What follows belongs to an exercise in optimizing a design on an open flow for small area, a short achievable clock period and few clock cycles per item; a production flow would make more cautious choices. No functional check of the RTL was part of this run. Power is estimated from default activity; no workload was simulated.

**flow/run.sh**
```bash
#!/bin/bash
# Standard layout with buf_4 port buffers, timing repair aiming at 6.5 ns of setup slack
# (a 3.5 ns period) while the constraints stay at the design's 10 ns clock, and larger
# clock-tree sink clusters.
export BUFFER_PORTS_ARGS="-buffer_cell sky130_fd_sc_hd__buf_4"
export SETUP_SLACK_MARGIN=6.5
export CTS_ARGS="-sink_clustering_enable -repair_clock_nets -sink_clustering_size 24 -sink_clustering_max_diameter 80 -dont_use_dummy_load"
bash standard.sh > standard.log 2>&1
```
**standard.sh**
```bash
#!/bin/bash
# synth_recipe.tcl (not shown) runs the flow's synth.tcl, then flattens the netlist and writes it again
# the make line also repeats each setting of config.mk as NAME=value (left out here)
make -C /OpenROAD-flow-scripts/flow DESIGN_CONFIG=/design/flow/config.mk WORK_HOME=/design/flow/orfs CLKGATE_MAP_FILE= SYNTH_SCRIPT=/design/flow/synth_recipe.tcl "${@:-finish}"
```
**config.mk**
```make
export PLATFORM = sky130hd
export DESIGN_NAME = gaussian_pyramid_core
export DESIGN_NICKNAME = gaussian_pyramid_core
export VERILOG_FILES = /design/flow/design.v
export SDC_FILE = /design/flow/constraint.sdc
export NUM_CORES = 4
export LEC_CHECK = 0
export CAP_MARGIN = 20
export CORE_MARGIN = 2
export CORE_UTILIZATION = 40
export SLEW_MARGIN = 20
```
**constraint.sdc**
```tcl
create_clock -name core_clock -period 10.0 [get_ports {clk_in}]
set_input_delay 2.0000 -clock core_clock [delete_from_list [all_inputs] [get_ports {clk_in}]]
set_output_delay 2.0000 -clock core_clock [all_outputs]
set_load 0.01 [all_outputs]
```
**design.v**
```verilog
package gaussian_pyramid_pkg;
  localparam int NORM_SHIFT = 4;
endpackage
import gaussian_pyramid_pkg::*;
module blur_free
#(
  parameter int W = 64,
  parameter int BIT_DEPTH = 8
) (
  input  logic                 clk,
  input  logic [BIT_DEPTH-1:0] in_pixel,
  input  logic                 border,
  output logic [BIT_DEPTH-1:0] out_pixel,
  output logic [BIT_DEPTH-1:0] out_pixel_k,
  output logic [BIT_DEPTH-1:0] out_copy,
  output logic [BIT_DEPTH-1:0] out_centre
);
  localparam int VW = BIT_DEPTH + 2;
  localparam int SW = BIT_DEPTH + 4;
  logic [W-1:0][BIT_DEPTH-1:0] sra, srb;
  logic [VW-1:0] va, vb;
  logic [SW-1:0] w;
  logic [BIT_DEPTH-1:0] ca, cb, res;
  logic [SW-1:0] h;
  assign h = w + SW'(va);
  assign res = border ? cb : h[SW-1:NORM_SHIFT];
  always_ff @(posedge clk) begin
    sra <= {sra[W-2:0], in_pixel};
    srb <= {srb[W-2:0], sra[W-1]};
    va <= VW'(srb[W-1]) + (VW'(sra[W-1]) << 1) + VW'(in_pixel);
    vb <= va;
    w <= SW'(vb) + (SW'(va) << 1);
    ca <= sra[W-1];
    cb <= ca;
    out_pixel <= res;
    out_pixel_k <= res;
    out_copy <= res;
    out_centre <= cb;
  end
endmodule
module line_ring
#(
  parameter int L = 64,
  parameter int BIT_DEPTH = 8
) (
  input  logic                   clk,
  input  logic                   we0,
  input  logic [BIT_DEPTH-1:0]   d0,
  input  logic                   we1,
  input  logic [BIT_DEPTH-1:0]   d1,
  output logic [BIT_DEPTH-1:0]   q1,
  output logic [BIT_DEPTH-1:0]   q2,
  output logic [BIT_DEPTH+1:0]   r
);
  logic [L-1:0][BIT_DEPTH-1:0] s;
  assign q1 = s[L-1];
  assign q2 = s[L-2];
  always_ff @(posedge clk) begin
    s <= {s[L-2:0], we0 ? d0 : we1 ? d1 : s[L-1]};
    r <= (BIT_DEPTH + 2)'(s[L-3]) + ((BIT_DEPTH + 2)'(s[L-2]) << 1);
  end
endmodule
module blur_ring
#(
  parameter int W = 32,
  parameter int H = 32,
  parameter int BIT_DEPTH = 8,
  parameter bit FINAL = 1'b0
) (
  input  logic                       clk,
  input  logic                       rst_n,
  input  logic                       clr,
  input  logic                       ev,
  input  logic [BIT_DEPTH-1:0]       in_pixel,
  input  logic [BIT_DEPTH-1:0]       ring_q1,
  input  logic [BIT_DEPTH+1:0]       ring_r,
  output logic                       ring_we,
  output logic [BIT_DEPTH-1:0]       ring_d,
  output logic                       out_valid,
  output logic                       out_valid_int,
  output logic                       out_keep,
  output logic                       out_keep_int,
  output logic                       out_valid_b,
  output logic [$clog2(W*H)-1:0]     out_addr,
  output logic [$clog2(W*H)-1:0]     out_addr_b,
  output logic [$clog2(W*H)-3:0]     out_addr_k,
  output logic [BIT_DEPTH-1:0]       out_pixel,
  output logic [BIT_DEPTH-1:0]       out_pixel_k,
  output logic [BIT_DEPTH-1:0]       out_pixel_int,
  output logic [BIT_DEPTH-1:0]       out_centre
);
  localparam int AW = $clog2(W * H);
  localparam int LW = $clog2(W);
  localparam int KW = $clog2(W + 2);
  localparam int VW = BIT_DEPTH + 2;
  localparam int SW = BIT_DEPTH + 4;
  logic [KW-1:0] k;
  logic [AW-1:0] cnt, addr;
  logic [VW-1:0] va, vb;
  logic [SW-1:0] w;
  logic [BIT_DEPTH-1:0] ca, cb, xd, res, cen;
  logic [SW-1:0] h;
  logic ev_d, emit, emit_d, border, copy_d, left_d, wr_d, keep;
  assign emit = ev && k == KW'(W + 1);
  assign h = w + SW'(va);
  assign border = cnt[AW-1:LW] == '0 || &cnt[AW-1:LW] || cnt[LW-1:0] == '0 || &cnt[LW-1:0];
  assign ring_we = ev || ev_d;
  assign ring_d = ev ? in_pixel : ca;
  assign wr_d = emit_d || copy_d || left_d;
  assign addr = copy_d ? {cnt[AW-1:LW] + 1'b1, cnt[LW-1:0]} : cnt;
  assign keep = (emit_d || left_d) && !cnt[LW] && !cnt[0];
  always_comb begin
    if (emit_d) begin
      res = border ? cb : h[SW-1:NORM_SHIFT];
      cen = cb;
    end else if (copy_d) begin
      res = xd;
      cen = xd;
    end else begin
      res = ca;
      cen = ca;
    end
  end
  always_ff @(posedge clk) begin
    if (ev) begin
      va <= ring_r + VW'(in_pixel);
      vb <= va;
      w <= SW'(vb) + (SW'(va) << 1);
      ca <= ring_q1;
      cb <= ca;
      xd <= in_pixel;
    end
    out_pixel <= res;
    out_pixel_k <= res;
    out_pixel_int <= res;
    out_centre <= cen;
    out_addr <= addr;
    out_addr_b <= addr;
    out_addr_k <= {addr[AW-1:LW+1], addr[LW-1:1]};
  end
  always_ff @(posedge clk or negedge rst_n) begin
    if (!rst_n) begin
      k <= '0;
      cnt <= '0;
      ev_d <= 1'b0;
      emit_d <= 1'b0;
      copy_d <= 1'b0;
      left_d <= 1'b0;
      out_valid <= 1'b0;
      out_valid_b <= 1'b0;
      out_valid_int <= 1'b0;
      out_keep <= 1'b0;
      out_keep_int <= 1'b0;
    end else begin
      k <= clr ? '0 : (ev && k != KW'(W + 1)) ? k + 1'b1 : k;
      cnt <= clr ? '0 : (emit_d || left_d) ? cnt + 1'b1 : cnt;
      ev_d <= ev && !clr;
      emit_d <= emit && !clr;
      copy_d <= FINAL && emit_d && !clr && cnt >= AW'(W * (H - 2) - 1);
      left_d <= FINAL && copy_d && !clr && cnt == AW'(W * (H - 1) - 1);
      out_valid <= wr_d;
      out_valid_b <= wr_d;
      out_valid_int <= wr_d;
      out_keep <= keep;
      out_keep_int <= keep;
    end
  end
endmodule
import gaussian_pyramid_pkg::*;
module gaussian_pyramid_core
#(
  parameter int BIT_DEPTH = 8,
  parameter int TOP_WIDTH = 64,
  parameter int TOP_HEIGHT = 64,
  parameter int READ_LATENCY = 2,
  localparam int A1 = $clog2(TOP_WIDTH * TOP_HEIGHT),
  localparam int A2 = $clog2((TOP_WIDTH >> 1) * (TOP_HEIGHT >> 1)),
  localparam int A3 = $clog2((TOP_WIDTH >> 2) * (TOP_HEIGHT >> 2))
) (
  input  logic                 clk_in,
  input  logic                 rst_in,
  input  logic                 start_in,
  output logic [A1-1:0]        ext_read_addr,
  output logic                 ext_read_addr_valid,
  input  logic [BIT_DEPTH-1:0] ext_pixel_in,
  output logic [A1-1:0]        O1L1_write_addr, O1L2_write_addr, O1L3_write_addr,
  output logic                 O1L1_write_valid, O1L2_write_valid, O1L3_write_valid,
  output logic [BIT_DEPTH-1:0] O1L1_pixel_out, O1L2_pixel_out, O1L3_pixel_out,
  output logic [A2-1:0]        O2L1_write_addr, O2L2_write_addr, O2L3_write_addr,
  output logic                 O2L1_write_valid, O2L2_write_valid, O2L3_write_valid,
  output logic [BIT_DEPTH-1:0] O2L1_pixel_out, O2L2_pixel_out, O2L3_pixel_out,
  output logic [A3-1:0]        O3L1_write_addr, O3L2_write_addr, O3L3_write_addr,
  output logic                 O3L1_write_valid, O3L2_write_valid, O3L3_write_valid,
  output logic [BIT_DEPTH-1:0] O3L1_pixel_out, O3L2_pixel_out, O3L3_pixel_out,
  output logic                 pyramid_done
);
  localparam int W2 = TOP_WIDTH >> 1;
  localparam int H2 = TOP_HEIGHT >> 1;
  localparam int W3 = TOP_WIDTH >> 2;
  localparam int H3 = TOP_HEIGHT >> 2;
  localparam int LW1 = $clog2(TOP_WIDTH);
  localparam int LW2 = $clog2(W2);
  localparam int LW3 = $clog2(W3);
  localparam int N1 = TOP_WIDTH * TOP_HEIGHT;
  localparam int CW = A1 + 1;
  localparam int LAT1 = READ_LATENCY + 1 + TOP_WIDTH + 2;
  localparam int LAT2 = LAT1 + TOP_WIDTH + 3;
  localparam int DONE_AT = N1 + 78;
  localparam int FL21 = N1 - 64;
  localparam int FL31 = N1 + 8;
  logic start_r, busy, rd_en, o2v1_int;
  logic [BIT_DEPTH-1:0] px;
  logic [CW-1:0] b1, b2;
  logic brd1, brd2, o2l1;
  logic [A1-1:0] a11;
  always_ff @(posedge clk_in or negedge rst_in) begin
    if (!rst_in) begin
      start_r <= 1'b0;
      busy <= 1'b0;
      rd_en <= 1'b0;
      ext_read_addr_valid <= 1'b0;
      ext_read_addr <= '0;
      O1L1_write_valid <= 1'b0;
      b1 <= '0;
      b2 <= '0;
      O1L2_write_valid <= 1'b0;
      O1L3_write_valid <= 1'b0;
      O2L1_write_valid <= 1'b0;
      o2v1_int <= 1'b0;
      pyramid_done <= 1'b0;
    end else begin
      start_r <= start_in && !busy && !start_r;
      if (start_r) begin
        busy <= 1'b1;
        rd_en <= 1'b1;
        ext_read_addr_valid <= 1'b1;
        ext_read_addr <= '0;
        b1 <= CW'(-LAT1);
        b2 <= CW'(-LAT2);
      end else begin
        if (pyramid_done) busy <= 1'b0;
        if (&ext_read_addr) begin
          rd_en <= 1'b0;
          ext_read_addr_valid <= 1'b0;
        end
        if (rd_en) ext_read_addr <= ext_read_addr + 1'b1;
        if (busy) begin
          b1 <= b1 + 1'b1;
          b2 <= b2 + 1'b1;
        end
      end
      O1L1_write_valid <= busy && !b1[CW-1];
      O1L2_write_valid <= busy && !b2[CW-1];
      O1L3_write_valid <= busy && !b2[CW-1];
      O2L1_write_valid <= o2l1;
      o2v1_int <= o2l1;
      pyramid_done <= busy && !pyramid_done && b2 == CW'(DONE_AT);
    end
  end
  always_ff @(posedge clk_in) begin
    px <= ext_pixel_in;
    a11 <= b1[A1-1:0];
    O1L2_write_addr <= b2[A1-1:0];
    O1L3_write_addr <= b2[A1-1:0];
    O2L1_write_addr <= {b2[A1-1:LW1+1], b2[LW1-1:1]};
  end
  assign o2l1 = busy && !b2[CW-1] && !b2[LW1] && !b2[0];
  assign brd1 = b1[A1-1:LW1] == '0 || &b1[A1-1:LW1] || b1[LW1-1:0] == '0 || &b1[LW1-1:0];
  assign brd2 = b2[A1-1:LW1] == '0 || &b2[A1-1:LW1] || b2[LW1-1:0] == '0 || &b2[LW1-1:0];
  assign O1L1_write_addr = a11;
  logic [BIT_DEPTH-1:0] l2, l3_int;
  blur_free #(.W(TOP_WIDTH), .BIT_DEPTH(BIT_DEPTH)) u_b11 (
    .clk(clk_in), .in_pixel(px), .border(brd1), .out_pixel(), .out_pixel_k(), .out_copy(l2),
    .out_centre(O1L1_pixel_out));
  blur_free #(.W(TOP_WIDTH), .BIT_DEPTH(BIT_DEPTH)) u_b12 (
    .clk(clk_in), .in_pixel(l2), .border(brd2), .out_pixel(O1L3_pixel_out), .out_pixel_k(O2L1_pixel_out),
    .out_copy(l3_int),
    .out_centre(O1L2_pixel_out));
  logic f21, f31;
  logic ev21, ev22, ev31, ev32;
  logic o2v, o3v, o3k_int;
  logic [BIT_DEPTH-1:0] o2p1, o3p1, o2p2;
  logic r21we, r22we, r31we, r32we;
  logic [BIT_DEPTH-1:0] r21d, r22d, r31d, r32d, r21q1, r22q1, r3q1;
  logic [BIT_DEPTH+1:0] r21r, r22r, r3r;
  always_ff @(posedge clk_in or negedge rst_in) begin
    if (!rst_in) begin
      f21 <= 1'b0;
      f31 <= 1'b0;
    end else begin
      f21 <= busy && b2 >= CW'(FL21) && b2 <= CW'(FL21 + 2 * W2) && b2[0] == FL21[0];
      f31 <= busy && b2 >= CW'(FL31) && b2 <= CW'(FL31 + 4 * W3) && b2[1:0] == FL31[1:0];
    end
  end
  assign ev21 = o2v1_int || f21;
  assign ev22 = o2v;
  assign ev31 = o3k_int || f31;
  assign ev32 = o3v;
  line_ring #(.L(TOP_WIDTH), .BIT_DEPTH(BIT_DEPTH)) u_r21 (
    .clk(clk_in), .we0(r21we), .d0(r21d), .we1(1'b0), .d1(r21d), .q1(r21q1), .q2(), .r(r21r));
  line_ring #(.L(TOP_WIDTH), .BIT_DEPTH(BIT_DEPTH)) u_r22 (
    .clk(clk_in), .we0(r22we), .d0(r22d), .we1(1'b0), .d1(r22d), .q1(r22q1), .q2(), .r(r22r));
  line_ring #(.L(TOP_WIDTH), .BIT_DEPTH(BIT_DEPTH)) u_r3 (
    .clk(clk_in), .we0(r31we), .d0(r31d), .we1(r32we), .d1(r32d), .q1(r3q1), .q2(), .r(r3r));
  blur_ring #(.W(W2), .H(H2), .BIT_DEPTH(BIT_DEPTH)) u_b21 (
    .clk(clk_in), .rst_n(rst_in), .clr(start_r), .ev(ev21), .in_pixel(l3_int),
    .ring_q1(r21q1), .ring_r(r21r), .ring_we(r21we), .ring_d(r21d),
    .out_valid(), .out_valid_int(o2v), .out_keep(), .out_keep_int(), .out_valid_b(), .out_addr(),
    .out_addr_b(), .out_addr_k(), .out_pixel(), .out_pixel_k(), .out_pixel_int(o2p1), .out_centre());
  blur_ring #(.W(W2), .H(H2), .BIT_DEPTH(BIT_DEPTH), .FINAL(1'b1)) u_b22 (
    .clk(clk_in), .rst_n(rst_in), .clr(start_r), .ev(ev22), .in_pixel(o2p1),
    .ring_q1(r22q1), .ring_r(r22r), .ring_we(r22we), .ring_d(r22d),
    .out_valid(O2L3_write_valid), .out_valid_int(), .out_keep(O3L1_write_valid), .out_keep_int(o3k_int),
    .out_valid_b(O2L2_write_valid), .out_addr(O2L3_write_addr), .out_addr_b(O2L2_write_addr),
    .out_addr_k(O3L1_write_addr), .out_pixel(O2L3_pixel_out), .out_pixel_k(O3L1_pixel_out),
    .out_pixel_int(o2p2), .out_centre(O2L2_pixel_out));
  blur_ring #(.W(W3), .H(H3), .BIT_DEPTH(BIT_DEPTH)) u_b31 (
    .clk(clk_in), .rst_n(rst_in), .clr(start_r), .ev(ev31), .in_pixel(o2p2),
    .ring_q1(r3q1), .ring_r(r3r), .ring_we(r31we), .ring_d(r31d),
    .out_valid(), .out_valid_int(o3v), .out_keep(), .out_keep_int(), .out_valid_b(), .out_addr(),
    .out_addr_b(), .out_addr_k(), .out_pixel(), .out_pixel_k(), .out_pixel_int(o3p1), .out_centre());
  blur_ring #(.W(W3), .H(H3), .BIT_DEPTH(BIT_DEPTH), .FINAL(1'b1)) u_b32 (
    .clk(clk_in), .rst_n(rst_in), .clr(start_r), .ev(ev32), .in_pixel(o3p1),
    .ring_q1(r3q1), .ring_r(r3r), .ring_we(r32we), .ring_d(r32d),
    .out_valid(O3L3_write_valid), .out_valid_int(), .out_keep(), .out_keep_int(),
    .out_valid_b(O3L2_write_valid), .out_addr(O3L3_write_addr), .out_addr_b(O3L2_write_addr),
    .out_addr_k(), .out_pixel(O3L3_pixel_out), .out_pixel_k(), .out_pixel_int(),
    .out_centre(O3L2_pixel_out));
endmodule
```
==> results.cfg <==
[yosys]
synth_cell_types = 77
synth_enable_flop_cells = 208
synthArstFlopShare = 0.0296
synthFlopType = dfxtp_1
yosys_register_bits = 4119
ys_seq_area_frac = 0.874
postSynthCellCount = 5873
netlist_area_um2 = 97500
yosys_warnings = 7
synth.net_count = 6122
synth.avg_cell_area_um2 = 16.6

[pwr]
total_power_uw = 27000
vdd_drop_max_mv = 0.173
leakage_uw = 0.0430
powerDensity_nw_per_um2 = 252

[worst_setup_path]
max_stage_delay_ns = 0.45
worstPathMaxFanout = 5
worst_path_max_delay_cell = dfrtp_2
required_ns = 8.00
crit_type = flop to primary output
critPathArrivalTime_ns = 1.40
crit_path_end_kind = primary output
path_delay_family = flip-flops
critPathLaunchType = flop
path_cells = buf_4
crit_buf_inv = 1

[timing]
rsz0062_at_grt = true
setup_tns_ns = 0
finalCritPeriodShare = 0.340
worst_slack_ns = 6.60
maxSlewHeadroom = 0.394
setup_viol = 0
fin_crit_ns = 3.40
tightest_slew_ns = 0.909
clock.fmax_mhz = 295
final_hold_viol_count = 0
slew_viol_final = 0
finalClockSkew_ns = 0.0937

[clocking]
cts_buffers = 197
cts.sinks = 4119
cts_root_buffer = clkbuf_16
cts_buffer_depth = 3
cts.clk_slew.worst_paths_ns = 0.09
ctsHoldBuffers = 0
htree_levels = 4
cts_tree = done
clk_latency_ns = 0.86

[layout]
final_nets = 6401
drive_gt1_frac = 0.0738
areaGrowthSynthToFinish_pct = 10.0
final_util = 0.442
fillers = 21146

[detailed_routing]
firstDrtPassIters = 7
num_vias = 38556
wl_per_cell_um = 13.2
drcViolationCount = 0
dr_wl_met2_um = 52000
met3WireLength_um = 5130
routed_via_density = 4.12
antenna_left = 0
dr.first_iter.drc_count = 2059
top_layer = met4
wirelength_um = 124000
drt-met1-wl_um = 62600

[die]
ioPinCount = 196
rows = 181
die_area_um2 = 248000
start_util = 0.401
coreArea_um2 = 243000
fp.dieH_um = 498
fp.dieW_um = 498

[status]
outcome = no timing/DRC/antenna violations

[min_path]
hp-class = flop to flop

[place]
dp_worst_setup_slack_ns = 6.74
dp_hpwl_um = 75900
place_congestion = 0.770
portBuffers = 195

[global_routing]
grt_max_degree = 78
grt_pass1_vias = 38295
grtUsageTotal = 0.0999
antenna_found_initial = 13
overflow = 0
grt_first_pass_wirelength_um = 202000

[run]
drv_cap = 0
==> cell usage in the layout (no fill, tap or decap), types with 61 or more instances in the layout <==
cell	count
a21oi_1	121
buf_4	204
clkbuf_16	197
dfrtp_1	116
dfxtp_1	3772
edfxtp_1	208
ha_1	209
inv_1	77
nand2_1	161
nor2_1	198
nor3_1	61
o21ai_0	65
xnor2_1	128
xor2_1	82
==> area by class of cell <==
cell class / count / area (um2) / share of cell area
diodes: 3 / 7.51 / 0.0000700
clock buffers: 197 / 4930 / 0.0460
inverters: 80 / 300 / 0.00280
multi-input cells: 1541 / 11200 / 0.104
flip-flops and latches: 4119 / 85200 / 0.794
well taps: 3202 / 4010 / 0.0374
repair buffers: 213 / 1630 / 0.0152
==> routing by layer <==
layer / vias to the layer above / global-route usage
met5: - / 0
met4: 0 / 0.0382
met3: 249 / 0.0204
met2: 577 / 0.150
met1: 18293 / 0.142
li1: 19437 / -
==> synth_stat cells, types with 9 or more instances <==
cell | n | area [um2]
dfxtp_1 | 3789 | 75900
ha_1 | 209 | 2620
edfxtp_1 | 208 | 6250
nor2_1 | 199 | 747
nand2_1 | 161 | 604
xnor2_1 | 128 | 1120
dfrtp_1 | 122 | 3050
a21oi_1 | 121 | 606
buf_4 | 84 | 631
xor2_1 | 82 | 718
inv_1 | 78 | 293
o21ai_0 | 65 | 325
nor3_1 | 61 | 305
nand3_1 | 51 | 255
nor2b_1 | 45 | 282
clkbuf_1 | 41 | 154
a21o_1 | 39 | 293
mux2i_1 | 36 | 360
nand4_1 | 35 | 219
fa_1 | 29 | 581
o21a_1 | 28 | 210
a211oi_1 | 24 | 180
a31oi_1 | 18 | 113
and3_1 | 18 | 113
or3_1 | 17 | 106
o21bai_1 | 15 | 113
o41ai_1 | 13 | 114
and2_1 | 10 | 62.6
nor3b_1 | 9 | 67.6
o211ai_1 | 9 | 67.6
==> cell families after synthesis <==
kind of cell    after synthesis  share of synthesized area
simple gates                643                     0.0312
mux                          38                    0.00393
fa+ha+maj                   238                     0.0328
compound gates              412                     0.0279
flops                      4119                      0.874
xor+xnor                    210                     0.0189
buf+inv                     213                     0.0115
==> state kept, by name, indices dropped and copies added, names as in the netlist, 12 cells and up <==
name,count
u_r3.s,512
u_b11.srb,512
b2,13
u_b12.srb,512
u_r22.s,512
a11,12
u_b31.w,12
u_b21.w,12
u_r21.s,512
u_b11.w,12
u_b12.w,12
u_b22.w,12
b1,13
u_b32.w,12
u_b11.sra,512
u_b12.sra,512
ext_read_addr,12
==> metrics by stage <==
stage | instance area (um2) | hold WS [ns] | std cells
4_1_cts | 107000 | 0.244 | 9351
6_report | 107000 | 0.255 | 9355
2_1_floorplan | 97500 | 0.310 | 5873
5_1_grt | 107000 | 0.247 | 9353
3_5_place_dp | 102000 | 0.312 | 9148
3_3_place_gp | 102000 | 0.310 | 9148
==> final timing paths <==
path	start	endpoint	slack (ns)	cells after the start
min in group asynchronous	rst_in	u_b22.cnt[2]	1.22	1
worst min register to register	u_b11.sra[264]	u_b11.sra[272]	0.25	0
worst min-delay path	u_b11.sra[264]	u_b11.sra[272]	0.25	0
worst max-delay path	ext_read_addr[7]	ext_read_addr[7]	6.60	1
max in group asynchronous	rst_in	rd_en	7.67	2
worst max register to register	u_r3.s[496]	u_b31.va[8]	7.32	8
==> what timing repair did <==
action	CTS	global route
buffers inserted	6	1
resized for setup	30	2
setup endpoints to repair	43	6
==> where the power goes <==
group / switching, uW / internal [uW]
Sequential: 438 / 17600
Combinational: 516 / 436
Clock: 4530 / 3500
Total: 5490 / 21500

-- static timing again, ports no longer ideal --
The flow's constraints put no driver on any port. The routed layout listed below was extracted and timed again, unchanged, in two steps. Step 1, drivers: a clkbuf_16 drives clk_in and a buf_2 each remaining input, both assumed. Step 2 moves the port delays by t, midway between the first and last clock arrival at a register: inputs arrive t later, outputs are due t later. That takes back most of the time a late clock gives input paths. Slacks: ideal / step 1 / step 2; pairs: ideal / step 1.
shift t [ns]: 0.886
slack for setup (ns): 6.605 / 6.523 / 6.821
worst setup path at the end: input, reset recovery
latest minus earliest clock arrival (ns): 0.115 / 0.114
cell pins on the clock port's net: 1
After both steps setup and hold are still met in this run. For this run, drivers alone change the setup slack by -0.082 ns; drivers and shift together by +0.216 ns. The worst setup slack also covers recovery checks on asynchronous resets.
